Source: an optimization exercise on an open RTL-to-GDS flow (aim: small area, a short achievable clock period and few clock cycles per item). Production flows keep margins and buffers that such runs may drop. Function was checked by simulation only, so behaviour that the tests miss may differ from the original.

==> flow/design.v, too long to show whole: its modules and the start of the top module <==
// module xjs_seq: 129 lines
// module xjs_step_unit: 2349 lines
// module xoshiro256plus_with_jump_schedule: 91 lines
module xoshiro256plus_with_jump_schedule
(
	input  logic        clk,
	input  logic        arst_n,
	input  logic        req_valid,
	output logic        req_ready,
	input  logic        req_op,
	input  logic [63:0] req_seed,
	output logic        rsp_valid,
	input  logic        rsp_ready,
	output logic [63:0] rsp_value,
	input  logic        cfg_we,
	input  logic        cfg_wdata
);
  // ...
==> flow/run.sh <==
#!/bin/bash
# synth_recipe.tcl (not shown) runs the flow's synth.tcl, then flattens the netlist and writes it again
# the make line also repeats each setting of config.mk as NAME=value (left out here)
make -C /OpenROAD-flow-scripts/flow DESIGN_CONFIG=/design/flow/config.mk WORK_HOME=/design/flow/orfs CLKGATE_MAP_FILE= SYNTH_SCRIPT=/design/flow/synth_recipe.tcl finish
==> flow/config.mk <==
export PLATFORM = sky130hd
export DESIGN_NAME = xoshiro256plus_with_jump_schedule
export DESIGN_NICKNAME = xoshiro256plus_with_jump_schedule
export VERILOG_FILES = /design/flow/design.v
export SDC_FILE = /design/flow/constraint.sdc
export NUM_CORES = 4
export LEC_CHECK = 0
export CAP_MARGIN = 20
export CORE_MARGIN = 2
export CORE_UTILIZATION = 33
export SLEW_MARGIN = 20
==> flow/constraint.sdc <==
create_clock -name core_clock -period 5.0 [get_ports {clk}]
set_input_delay 1.0000 -clock core_clock [delete_from_list [all_inputs] [get_ports {clk}]]
set_output_delay 1.0000 -clock core_clock [all_outputs]
set_load 0.01 [all_outputs]
==> results_dict.tcl, run 1 <==
set metrics [dict create \
    cts_setup_buffers 0 \
    haltStage "global routing" \
    error_line "[ERROR GRT-0116] Global routing finished with congestion. Check the congestion regions in the DRC Viewer." \
    io_buffers 136 \
    placed_cells 16300 \
    rows 194 \
    ys.flop_type "dfxtp_1" \
    dp.final_hpwl_mm 799 \
    cts-htree-levels 3 \
    placed_cell_area_sq_um 124000 \
    synthAdderAreaFrac_pct 0.872 \
    status "stopped before the end" \
    ys_ff_latch 851 \
    syn_inst 10000 \
    ys_types 70 \
    initial_core_util_pct 33.2 \
    cts_sinks 851 \
    netlist_top_cells_area "xnor2_1 42%, xor2_1 16%, dfxtp_1 11%, dfrtp_1 7.3%, a22oi_1 3.3%" \
    grt_max_degree 116 \
    synth-async-reset-ratio_pct 32.3 \
    synth_area_per_cell_sq_um 9.26 \
    ys_warn_count 3 \
    synth_common_cells "4,432 x xnor2_1, 1,739 x xor2_1, 620 x nand2_1" \
    chipHeight_microns 534 \
    syn_area_sq_um 92700 \
]
Testbench counts, summed over its fixed seeds: cycles 4,276, draws 1,160.
==> module xjs_seq, before the edit <==
module xjs_seq #(
	parameter int NCHUNK = 4
) (
	input  logic              clk,
	input  logic              arst_n,
	input  logic              req_valid,
	input  logic              req_op,
	output logic              req_ready,
	input  logic              rsp_ready,
	output logic              rsp_valid,
	input  logic              cfg_we,
	input  logic              cfg_wdata,
	output logic              load_seed,   
	output logic              load_y,      
	output logic              out_load,    
	output logic [NCHUNK-1:0] chunk_sel,   
	output logic              x_u,         
	output logic              x_acc,       
	output logic              e_on,        
	output logic              g_short,     
	output logic              g_long       
);
	localparam logic OP_RESEED = 1'b0;
	localparam logic [2:0] COUNT_LAST = 3'd5;
	logic              pend_q;
	logic              valid_q;
	logic              sched_on_q, sched_on_d;
	logic [2:0]        count_q, count_d;
	logic [2:0]        count_inc;
	logic              busy_q, busy_d;
	logic              long_q, long_d;
	logic [NCHUNK-1:0] chunk_q, chunk_d;   
	logic              jl_q, js_q;         
	logic              jl_d, js_d;
	logic [2:0]        inc_d;
	logic              out_free;
	logic              take;
	logic              draw;
	logic              last;
	logic              tail_q, tail_d;     
	logic              first_q, first_d;   
	assign out_free  = !valid_q || rsp_ready;
	assign out_load  = pend_q && out_free;
	assign req_ready = !busy_q && (!pend_q || out_free);
	assign take      = req_valid && req_ready;
	assign draw      = take && (req_op != OP_RESEED);
	assign rsp_valid = valid_q;
	assign last      = busy_q && tail_q;
	assign load_seed = take && (req_op == OP_RESEED);
	assign load_y    = (draw && !(jl_q || js_q)) || last;
	assign count_inc = (count_q == COUNT_LAST) ? 3'd0 : count_q + 3'd1;
	always_comb begin
		count_d    = count_q;
		sched_on_d = sched_on_q;
		busy_d     = busy_q;
		long_d     = long_q;
		chunk_d    = chunk_q;
		tail_d     = tail_q;
		first_d    = 1'b0;
		if (take) begin
			count_d = (req_op == OP_RESEED) ? 3'd0 : count_inc;
		end
		if (cfg_we) begin
			sched_on_d = cfg_wdata;
		end
		if (draw && (jl_q || js_q)) begin
			busy_d  = 1'b1;
			first_d = 1'b1;
			long_d  = jl_q;
			chunk_d = chunk_q >> 1;
		end else if (last) begin
			busy_d  = 1'b0;
			tail_d  = 1'b0;
			chunk_d = '0;
			chunk_d[NCHUNK-1] = 1'b1;
		end else if (busy_q) begin
			chunk_d = chunk_q >> 1;
			tail_d  = chunk_q[0];
		end
	end
	assign inc_d = (count_d == COUNT_LAST) ? 3'd0 : count_d + 3'd1;
	assign jl_d  = sched_on_d && ((inc_d == 3'd0) || (inc_d == 3'd3));
	assign js_d  = sched_on_d && ((inc_d == 3'd2) || (inc_d == 3'd4));
	always_ff @(posedge clk or negedge arst_n) begin
		if (!arst_n) begin
			pend_q     <= 1'b0;
			valid_q    <= 1'b0;
			count_q    <= 3'd0;
			sched_on_q <= 1'b1;
			busy_q     <= 1'b0;
			long_q     <= 1'b0;
			chunk_q    <= {1'b1, {(NCHUNK-1){1'b0}}};
			tail_q     <= 1'b0;
			first_q    <= 1'b0;
			jl_q       <= 1'b0;
			js_q       <= 1'b0;
			x_u        <= 1'b1;
			x_acc      <= 1'b0;
			g_long     <= 1'b0;
			g_short    <= 1'b0;
		end else begin
			if (load_y) begin
				pend_q <= 1'b1;
			end else if (out_load) begin
				pend_q <= 1'b0;
			end
			if (out_load) begin
				valid_q <= 1'b1;
			end else if (rsp_ready) begin
				valid_q <= 1'b0;
			end
			count_q    <= count_d;
			sched_on_q <= sched_on_d;
			busy_q     <= busy_d;
			long_q     <= long_d;
			chunk_q    <= chunk_d;
			tail_q     <= tail_d;
			first_q    <= first_d;
			jl_q       <= jl_d;
			js_q       <= js_d;
			x_u        <= !busy_d && !(jl_d || js_d);
			x_acc      <= busy_d && !first_d;
			g_long     <= busy_d ? long_d : jl_d;
			g_short    <= busy_d ? !long_d : js_d;
		end
	end
	assign chunk_sel = chunk_q;
	assign e_on      = busy_q;
endmodule
==> module xoshiro256plus_with_jump_schedule, before the edit <==
module xoshiro256plus_with_jump_schedule
(
	input  logic        clk,
	input  logic        arst_n,
	input  logic        req_valid,
	output logic        req_ready,
	input  logic        req_op,
	input  logic [63:0] req_seed,
	output logic        rsp_valid,
	input  logic        rsp_ready,
	output logic [63:0] rsp_value,
	input  logic        cfg_we,
	input  logic        cfg_wdata
);
	localparam int NCHUNK = 4;
	logic              load_seed;
	logic              load_y;
	logic              out_load;
	logic [NCHUNK-1:0] chunk_sel;
	logic              x_u;
	logic              x_acc;
	logic              g_short;
	logic              g_long;
	logic              e_on;
	logic [255:0]      eng, eng_q;
	logic [255:0]      u_q;
	logic [255:0]      acc_q;
	logic [255:0]      y, yr;
	logic [63:0]       w0, w3;
	logic [63:0]       value_q;
	xjs_seq #(
		.NCHUNK (NCHUNK)
	) u_seq (
		.clk       (clk),
		.arst_n    (arst_n),
		.req_valid (req_valid),
		.req_op    (req_op),
		.req_ready (req_ready),
		.rsp_ready (rsp_ready),
		.rsp_valid (rsp_valid),
		.cfg_we    (cfg_we),
		.cfg_wdata (cfg_wdata),
		.load_seed (load_seed),
		.load_y    (load_y),
		.out_load  (out_load),
		.chunk_sel (chunk_sel),
		.x_u       (x_u),
		.x_acc     (x_acc),
		.g_short   (g_short),
		.g_long    (g_long),
		.e_on      (e_on)
	);
	xjs_step_unit u_step (
		.u         (u_q),
		.acc       (acc_q),
		.seed      (req_seed),
		.chunk_sel (chunk_sel),
		.x_u       (x_u),
		.x_acc     (x_acc),
		.g_short   (g_short),
		.g_long    (g_long),
		.e         (eng_q),
		.e_on      (e_on),
		.eng       (eng),
		.y         (y),
		.yr        (yr),
		.w0        (w0),
		.w3        (w3)
	);
	always_ff @(posedge clk or negedge arst_n) begin
		if (!arst_n) begin
			u_q <= '0;
		end else if (load_seed) begin
			u_q <= yr;
		end else if (load_y) begin
			u_q <= y;
		end
	end
	always_ff @(posedge clk) begin
		acc_q <= y;
	end
	always_ff @(posedge clk) begin
		eng_q <= eng;
	end
	always_ff @(posedge clk) begin
		if (out_load) begin
			value_q <= w0 + w3;
		end
	end
	assign rsp_value = value_q;
endmodule
==> inputs of run 2 (changes only) <==
--- a/flow/design.v
+++ b/flow/design.v
@@ -7,18 +7,18 @@
 	input  logic              req_op,
 	output logic              req_ready,
 	input  logic              rsp_ready,
 	output logic              rsp_valid,
 	input  logic              cfg_we,
 	input  logic              cfg_wdata,
 	output logic              load_seed,   
 	output logic              load_y,      
+	output logic              rot,         
 	output logic              out_load,    
-	output logic [NCHUNK-1:0] chunk_sel,   
 	output logic              x_u,         
 	output logic              x_acc,       
 	output logic              e_on,        
 	output logic              g_short,     
 	output logic              g_long       
 );
 	localparam logic OP_RESEED = 1'b0;
 	localparam logic [2:0] COUNT_LAST = 3'd5;
@@ -119,45 +119,39 @@
 			jl_q       <= jl_d;
 			js_q       <= js_d;
 			x_u        <= !busy_d && !(jl_d || js_d);
 			x_acc      <= busy_d && !first_d;
 			g_long     <= busy_d ? long_d : jl_d;
 			g_short    <= busy_d ? !long_d : js_d;
 		end
 	end
-	assign chunk_sel = chunk_q;
+	assign rot       = (draw && (jl_q || js_q)) || (busy_q && !last);
 	assign e_on      = busy_q;
 endmodule
 module xjs_step_unit (
 	input  logic [255:0] u,
 	input  logic [255:0] acc,
 	input  logic [63:0]  seed,
-	input  logic [3:0]   chunk_sel,   
 	input  logic         x_u,
 	input  logic         x_acc,
 	input  logic         g_short,
 	input  logic         g_long,
 	input  logic [255:0] e,         
 	input  logic         e_on,
 	output logic [255:0] eng,       
 	output logic [255:0] y,
 	output logic [255:0] yr,
 	output logic [63:0]  w0,
 	output logic [63:0]  w3
 );
 	logic [63:0] uc;
 	logic [255:0] x, cx, es, el;
 	logic [1229:0] v;
-	always_comb begin
-		uc = '0;
-		for (int j = 0; j < 4; j++) begin
-			uc = uc | (u[j*64 +: 64] & {64{chunk_sel[j]}});
-		end
-	end
+	assign uc = u[255:192];
 	assign x = (u & {256{x_u}}) | (acc & {256{x_acc}});
 	assign v[63:0] = uc;
 	assign v[64] = v[55] ^ v[60];
 	assign v[65] = v[37] ^ v[0];
 	assign v[66] = v[32] ^ v[29];
 	assign v[67] = v[4] ^ v[17];
 	assign v[68] = v[20] ^ v[27];
 	assign v[69] = v[18] ^ v[28];
@@ -2489,17 +2483,17 @@
 	output logic [63:0] rsp_value,
 	input  logic        cfg_we,
 	input  logic        cfg_wdata
 );
 	localparam int NCHUNK = 4;
 	logic              load_seed;
 	logic              load_y;
 	logic              out_load;
-	logic [NCHUNK-1:0] chunk_sel;
+	logic              rot;
 	logic              x_u;
 	logic              x_acc;
 	logic              g_short;
 	logic              g_long;
 	logic              e_on;
 	logic [255:0]      eng, eng_q;
 	logic [255:0]      u_q;
 	logic [255:0]      acc_q;
@@ -2516,28 +2510,27 @@
 		.req_ready (req_ready),
 		.rsp_ready (rsp_ready),
 		.rsp_valid (rsp_valid),
 		.cfg_we    (cfg_we),
 		.cfg_wdata (cfg_wdata),
 		.load_seed (load_seed),
 		.load_y    (load_y),
 		.out_load  (out_load),
-		.chunk_sel (chunk_sel),
+		.rot       (rot),
 		.x_u       (x_u),
 		.x_acc     (x_acc),
 		.g_short   (g_short),
 		.g_long    (g_long),
 		.e_on      (e_on)
 	);
 	xjs_step_unit u_step (
 		.u         (u_q),
 		.acc       (acc_q),
 		.seed      (req_seed),
-		.chunk_sel (chunk_sel),
 		.x_u       (x_u),
 		.x_acc     (x_acc),
 		.g_short   (g_short),
 		.g_long    (g_long),
 		.e         (eng_q),
 		.e_on      (e_on),
 		.eng       (eng),
 		.y         (y),
@@ -2547,16 +2540,18 @@
 	);
 	always_ff @(posedge clk or negedge arst_n) begin
 		if (!arst_n) begin
 			u_q <= '0;
 		end else if (load_seed) begin
 			u_q <= yr;
 		end else if (load_y) begin
 			u_q <= y;
+		end else if (rot) begin
+			u_q <= {u_q[255-256/NCHUNK:0], u_q[255:256-256/NCHUNK]};
 		end
 	end
 	always_ff @(posedge clk) begin
 		acc_q <= y;
 	end
 	always_ff @(posedge clk) begin
 		eng_q <= eng;
 	end
==> flow/config.mk (replaced) <==
export PLATFORM = sky130hd
export DESIGN_NAME = xoshiro256plus_with_jump_schedule
export DESIGN_NICKNAME = xoshiro256plus_with_jump_schedule
export VERILOG_FILES = /design/flow/design.v
export SDC_FILE = /design/flow/constraint.sdc
export NUM_CORES = 4
export LEC_CHECK = 0
export CAP_MARGIN = 20
export CORE_MARGIN = 2
export CORE_UTILIZATION = 28
export SLEW_MARGIN = 20
==> run 2 against run 1 <==
Synthesized area is 0.43% higher. The layout now fails its checks (max-capacitance violations, max-slew violations, negative setup slack). Synthesized cell count is 4.9% higher.
==> results_dict.tcl, run 2 <==
set metrics [dict create \
    status "finished with violations" \
    so_faults "max-capacitance violations, max-slew violations, negative setup slack" \
    cts_sinks 851 \
    critPathLaunchType "flip-flop" \
    worstSkewPairLatency_ns 1.00 \
    drc 0 \
    rows 211 \
    wl_mm 1090 \
    critPathRequiredTime_ns 5.81 \
    yosys.area.top_type "xnor2_1" \
    via_per_inst 6.30 \
    dp.final_hpwl_mm 865 \
    placed_cell_area_sq_um 125000 \
    final_common_cell "xnor2_1" \
    cts_setup_buffers 0 \
    max_cap_violations 1 \
    ys.flop_type "dfxtp_1" \
    cts_resized 0 \
    grt_max_degree 118 \
    io_buffers 136 \
    regToRegSetupSlack_ns -0.05 \
    chipHeight_microns 581 \
    initial_core_util_pct 28.2 \
    regArea_sq_um 19100 \
    postCtsHoldBufs 0 \
    max_freq_mhz 198 \
    drt_iter0_markers 21200 \
    yosysSeqAreaShare_pct 20.5 \
    multiInputGateArea_sq_um 75200 \
    cts_root_buf "clkbuf_16" \
    synth_edf_count 64 \
    ys_warn_count 2 \
    numCtsBuffers 108 \
    synth_area_per_cell_sq_um 8.87 \
    dieWidth_microns 581 \
    cts_tree "built" \
    synth-async-reset-ratio_pct 32.3 \
    cts-htree-levels 3 \
    stdcell_area_sq_um 129000 \
    utilization_pct 39.2 \
    place_congestion 1.24 \
    arrival_ns 5.86 \
    fin_setup_tns_ns -0.0876 \
    synthesis.nets 10600 \
    io_pins 137 \
    rsz0062_at_grt "no" \
    core_sq_um 331000 \
    grt_pass1_vias 95700 \
    layout-drive-gt1-share_pct 26.2 \
    slew_viol_final 5 \
    setup_viol 2 \
    whs_ns -0.0210 \
    syn_area_sq_um 93100 \
    yosysTopAreaCellShare_pct 42.1 \
    drt_first_pass_iters 10 \
    clk_pin_slew_ns 0.07 \
    worst_slew_margin_rel_pct -0.605 \
    hold_viol_final 7 \
    grt_pass1_wl_mm 1300 \
    track_usage_pct 62.3 \
    syn_inst 10500 \
    timing.final.crit_share_pct 101 \
    yosysMostFrequentCell "xnor2_1" \
    final_nets 12800 \
    crit_type "reg -> reg" \
    skew_ns 0.189 \
    cts_buffer_depth 4 \
    netlist_top_cells_area "xnor2_1 42%, xor2_1 16%, dfxtp_1 11%, dfrtp_1 7.3%, nand2_1 4.0%" \
    fin_crit_ns 5.05 \
    timing.final.ws_setup_ns -0.0492 \
    min_path_type "in -> async" \
    grt_overflow 0 \
    tightest_slew_ns 1.51 \
    avgRoutedWirePerCell_microns 62.2 \
    antenna_found_initial 178 \
    ys_types 67 \
    vias 110000 \
    layout_common_cells "4,245 x xnor2_1, 2,253 x buf_4, 1,590 x xor2_1" \
    reg.largest.list "acc_q: 256 flops, eng_q: 256 flops, u_q: 256 flops" \
    synth_common_cells "4,477 x xnor2_1, 1,709 x xor2_1, 984 x nand2_1" \
    area_delta_synth_final_pct 39.0 \
    fillCellCount 33700 \
    ant_nets 0 \
    end_kind "flip-flop" \
    ys_ff_latch 851 \
    die_area_sq_um 337000 \
    crit_fanout 14 \
]
run 2: cell count changes after synthesis, sizes merged, moves of 43 or more:
cell,delta
a211oi,+44
a21oi,+257
a221o,-64
a22oi,-156
clkbuf,+58
nand2,+321
nand3,+43
nor2,-95
o211ai,+69
o21ai,+86
xor2,-59
run 2: logic make-up (layout without fill, tap and decap cells):
family	after synthesis	count (layout)	share of synthesized area (%)
buf+inv	682	2960	3.14
simple gates	1228	1228	5.27
fa+ha+maj	64	64	0.868
flops	851	851	20.5
mux	58	58	0.626
xor+xnor	6314	6314	60.8
other cells	0	334	0
compound gates	1304	1304	8.81
run 2: critical path: stages, from the launching register on:
cell     delay (ns)
dfrtp_2        0.88
buf_4          0.32
xor2_4         0.23
buf_4          0.56
xor2_1         0.21
buf_4          0.16
xor2_1         0.85
buf_4          0.35
xnor2_1        0.15
buf_4          0.18
xnor2_1        0.14
xnor2_1        0.11
buf_4          0.20
o22ai_1        0.44
run 2: stage by stage:
| step | instances | setup WS, ns |
|---|---|---|
| finish | 17500 | -0.0492 |
| detailed placement | 16900 | 0.230 |
| global placement | 16900 | -0.386 |
| global route | 17300 | 0.0340 |
| floorplan | 10500 | 0.483 |
| CTS | 17100 | 0.167 |
run 2: metal layers:
layer	wire length, microns	GRT usage [%]
met3	173000	43.0
met5	5710	18.0
met4	148000	66.3
met2	386000	77.6
met1	374000	64.1
run 2: layout make-up:
cell class                 count  area share (%)
multi-input combinational   8968            58.1
timing repair buffer        2744            19.6
sequential                   851            14.8
tap                         4366            4.22
clock buffer                 150            2.33
antenna                      334           0.646
clock inverter                47           0.259
inverter                      19          0.0648
run 2: final timing paths:
kind,depth (start not counted),startpoint,endpoint
worst max-delay path,13,u_q[254]$_DFFE_PN0P_,eng_q[69]$_DFF_P_
worst min-delay path,1,arst_n,u_q[178]$_DFFE_PN0P_
worst max register to register,13,u_q[254]$_DFFE_PN0P_,eng_q[69]$_DFF_P_
worst min register to register,2,eng_q[7]$_DFF_P_,acc_q[7]$_DFF_P_
max in group asynchronous,2,arst_n,u_q[198]$_DFFE_PN0P_
min in group core_clock,2,eng_q[7]$_DFF_P_,acc_q[7]$_DFF_P_
Testbench counts of run 2, summed over its fixed seeds: cycles 4,276, draws 1,160.
==> inputs of run 3 (changes only) <==
--- a/flow/config.mk
+++ b/flow/config.mk
@@ -5,7 +5,8 @@
 export SDC_FILE = /design/flow/constraint.sdc
 export NUM_CORES = 4
 export LEC_CHECK = 0
-export CAP_MARGIN = 20
+export CAP_MARGIN = 35
 export CORE_MARGIN = 2
 export CORE_UTILIZATION = 28
-export SLEW_MARGIN = 20
+export SETUP_SLACK_MARGIN = 0.4
+export SLEW_MARGIN = 35
==> run 3 against run 2 <==
Sequential share of layout area down 0.054 points. Register-to-register slack worse by 0.02 ns. Synthesized area unchanged. Setup slack got worse by 0.016 ns. Final cell count about the same. Non-clock buffer count is 13 higher. The layout fails its checks (negative setup slack). Routed wire length hardly changed. Clock-buffer cell count up 19. Die area is the same. First-iteration DRC count is 0.17% lower. Clock skew down 0.0039 ns. Core utilization grew 0.15 points.
==> results_dict.tcl, run 3 <==
set metrics [dict create \
    status "finished with violations" \
    so_faults "negative setup slack" \
    netlist_top_cells_area "xnor2_1 42%, xor2_1 16%, dfxtp_1 11%, dfrtp_1 7.3%, nand2_1 4.0%" \
    yosysTopAreaCellShare_pct 42.1 \
    ys_warn_count 2 \
    initial_core_util_pct 28.2 \
    numCtsBuffers 107 \
    fin_crit_ns 5.06 \
    dp.final_hpwl_mm 866 \
    antenna_found_initial 179 \
    crit_path_top_delay_cell "dfrtp_2" \
    cts_buffer_depth 4 \
    cp_top_family "buffers and inverters" \
    dieWidth_microns 581 \
    via_per_inst 6.25 \
    wl_met1_mm 372 \
    drc 0 \
    synth_common_cells "4,477 x xnor2_1, 1,709 x xor2_1, 984 x nand2_1" \
    timing.final.ws_setup_ns -0.0648 \
    synthesis.nets 10600 \
    syn_inst 10500 \
    hold_viol_final 0 \
    yosysMostFrequentCell "xnor2_1" \
    chipHeight_microns 581 \
    arrival_ns 5.77 \
    end_kind "flip-flop" \
    crit_top_cell "buf_4" \
    utilization_pct 39.3 \
    synth_edf_count 64 \
    grt_overflow 0 \
    cts_sinks 851 \
    io_buffers 136 \
    die_area_sq_um 337000 \
    yosys.area.top_type "xnor2_1" \
    yosysSeqAreaShare_pct 20.5 \
    cp_cell_sequence "buf_4 > xor2_4 > buf_4 > xor2_1 > buf_4 > xor2_1 > buf_4 > xnor2_1 > buf_4 > xnor2_1 > xnor2_1 > buf_4 > o22ai_1" \
    ant_nets 0 \
    drt_iter0_markers 21200 \
    critPathRequiredTime_ns 5.71 \
    rsz0062_at_grt "no" \
    final_cells 17500 \
    avgRoutedWirePerCell_microns 62.1 \
    min_path_type "in -> async" \
    crit_type "reg -> reg" \
    grt_max_degree 118 \
    tightest_slew_ns 1.19 \
    clk_pin_slew_ns 0.06 \
    vias 109000 \
    cts_tree "built" \
    place_congestion 1.24 \
    grt_pass1_vias 95600 \
    cts_setup_buffers 0 \
    ys.flop_type "dfxtp_1" \
    multiInputGateArea_sq_um 75500 \
    area_delta_synth_final_pct 39.6 \
    dr_wl_met2_mm 385 \
    final_nets 12800 \
    crit_buf_inv 6 \
    pre_cts_slack_ns 0.202 \
    highest_layer "met5" \
    final_common_cell "xnor2_1" \
    drt_first_pass_iters 7 \
    worst_slew_margin_rel_pct 20.4 \
    regArea_sq_um 19100 \
    track_usage_pct 62.3 \
    wl_mm 1090 \
    layout-drive-gt1-share_pct 26.4 \
    cts_root_buf "clkbuf_16" \
    grt_pass1_wl_mm 1300 \
    crit_fanout 14 \
    syn_area_sq_um 93100 \
    max_freq_mhz 197 \
    worstSkewPairLatency_ns 0.99 \
    slew_viol_final 0 \
    core_sq_um 331000 \
    critPathLaunchType "flip-flop" \
    placed_cells 17000 \
    ys_types 67 \
    max_cap_violations 0 \
    synth_area_per_cell_sq_um 8.87 \
    io_pins 137 \
    cts-htree-levels 3 \
    layout_common_cells "4,231 x xnor2_1, 2,252 x buf_4, 1,583 x xor2_1" \
    synth-async-reset-ratio_pct 32.3 \
    rows 211 \
    wl_met3_mm 173 \
    skew_ns 0.185 \
    fillCellCount 33500 \
    reg.largest.list "acc_q: 256 flops, eng_q: 256 flops, u_q: 256 flops" \
    ys_ff_latch 851 \
    timing.final.crit_share_pct 101 \
    slowest_delay_ns 0.91 \
    setup_viol 1 \
]
-- run 3: cell counts after synthesis --
Identical to the previous run, type by type.
-- run 3: worst register-to-register path, stage by stage, from the launching register on --
cell and delay (ns):
dfrtp_2 0.91, buf_4 0.37, xor2_4 0.23, buf_4 0.56, xor2_1 0.30, buf_4 0.16, xor2_1 0.89, buf_4 0.34
xnor2_1 0.14, buf_4 0.17, xnor2_1 0.15, xnor2_1 0.11, buf_4 0.18, o22ai_1 0.40
-- run 3: cells by family after synthesis --
family	Yosys count	share of synthesized area [%]
flops	851	20.5
fa+ha+maj	64	0.868
buf+inv	682	3.14
compound gates	1304	8.81
xor+xnor	6314	60.8
mux	58	0.626
simple gates	1228	5.27
-- run 3: path summary, 6_finish.rpt --
path / start / end / slack, ns / cells past startpoint
setup / recovery: u_q[254]$_DFFE_PN0P_ / eng_q[69]$_DFF_P_ / -0.06 / 13
hold / removal: arst_n / u_q[204]$_DFFE_PN0P_ / 0.04 / 1
setup reg to reg: u_q[254]$_DFFE_PN0P_ / eng_q[69]$_DFF_P_ / -0.06 / 13
hold reg to reg: eng_q[4]$_DFF_P_ / acc_q[4]$_DFF_P_ / 0.43 / 2
max in group asynchronous: arst_n / u_q[232]$_DFFE_PN0P_ / 3.52 / 2
min in group core_clock: eng_q[4]$_DFF_P_ / acc_q[4]$_DFF_P_ / 0.43 / 2
-- run 3: what timing repair did --
action                     4_1_cts  5_1_grt
gates resized for setup          4       12
pin swaps                        0        0
setup endpoints to repair        4       14
hold buffers                     0        0
-- run 3: area by class of cell --
class	count	share of cell area (%)
Clock buffer	169	2.42
Tap cell	4366	4.20
Timing Repair Buffer	2757	19.6
Antenna cell	340	0.655
Sequential cell	851	14.7
Multi-Input combinational cell	8968	58.1
Clock inverter	26	0.179
Inverter	19	0.0645
-- run 3: layer usage --
metal	track usage, %	vias to the layer above
li1	-	38300
met1	63.7	53800
met2	77.6	12600
met3	42.3	4541
met4	66.6	114
met5	23.8	-
-- run 3: metrics by stage --
| step | hold WS [ns] | instance area (sq um) | setup TNS, ns |
|---|---|---|---|
| 2_1_floorplan | 0.451 | 93100 | 0 |
| 3_3_place_gp | 0.474 | 125000 | -1.22 |
| 3_5_place_dp | 0.478 | 125000 | 0 |
| 4_1_cts | 0.0331 | 129000 | 0 |
| 5_1_grt | 0.0638 | 130000 | 0 |
| 6_report | 0.0447 | 130000 | -0.0648 |

## what the ideal ports hide
The results above use ideal ports. As a check the final layouts listed here were re-extracted and re-timed, cells and wires unchanged. Step 1, drivers: a clkbuf_16 drives clk and a buf_2 each remaining input, both assumed. Step 2 also shifts input and output timing later by t, the mid clock arrival at the registers, as if the neighbouring blocks saw the same clock. Three values: ideal, step 1, step 2; two values: the first two.
| run | t (ns) | setup slack, ns | hold WS [ns] | worst setup path at the end | latest minus earliest clock arrival (ns) | worst register clock-pin slew, ns |
|---|---|---|---|---|---|---|
| run 2 | 1.030 | -0.049 / -0.049 / -0.049 | -0.021 / -0.092 / 0.444 | register to register | 0.191 / 0.192 | 0.09 / 0.09 |
| run 3 | 1.028 | -0.065 / -0.065 / -0.065 | 0.045 / -0.031 / 0.428 | register to register | 0.187 / 0.187 | 0.09 / 0.09 |
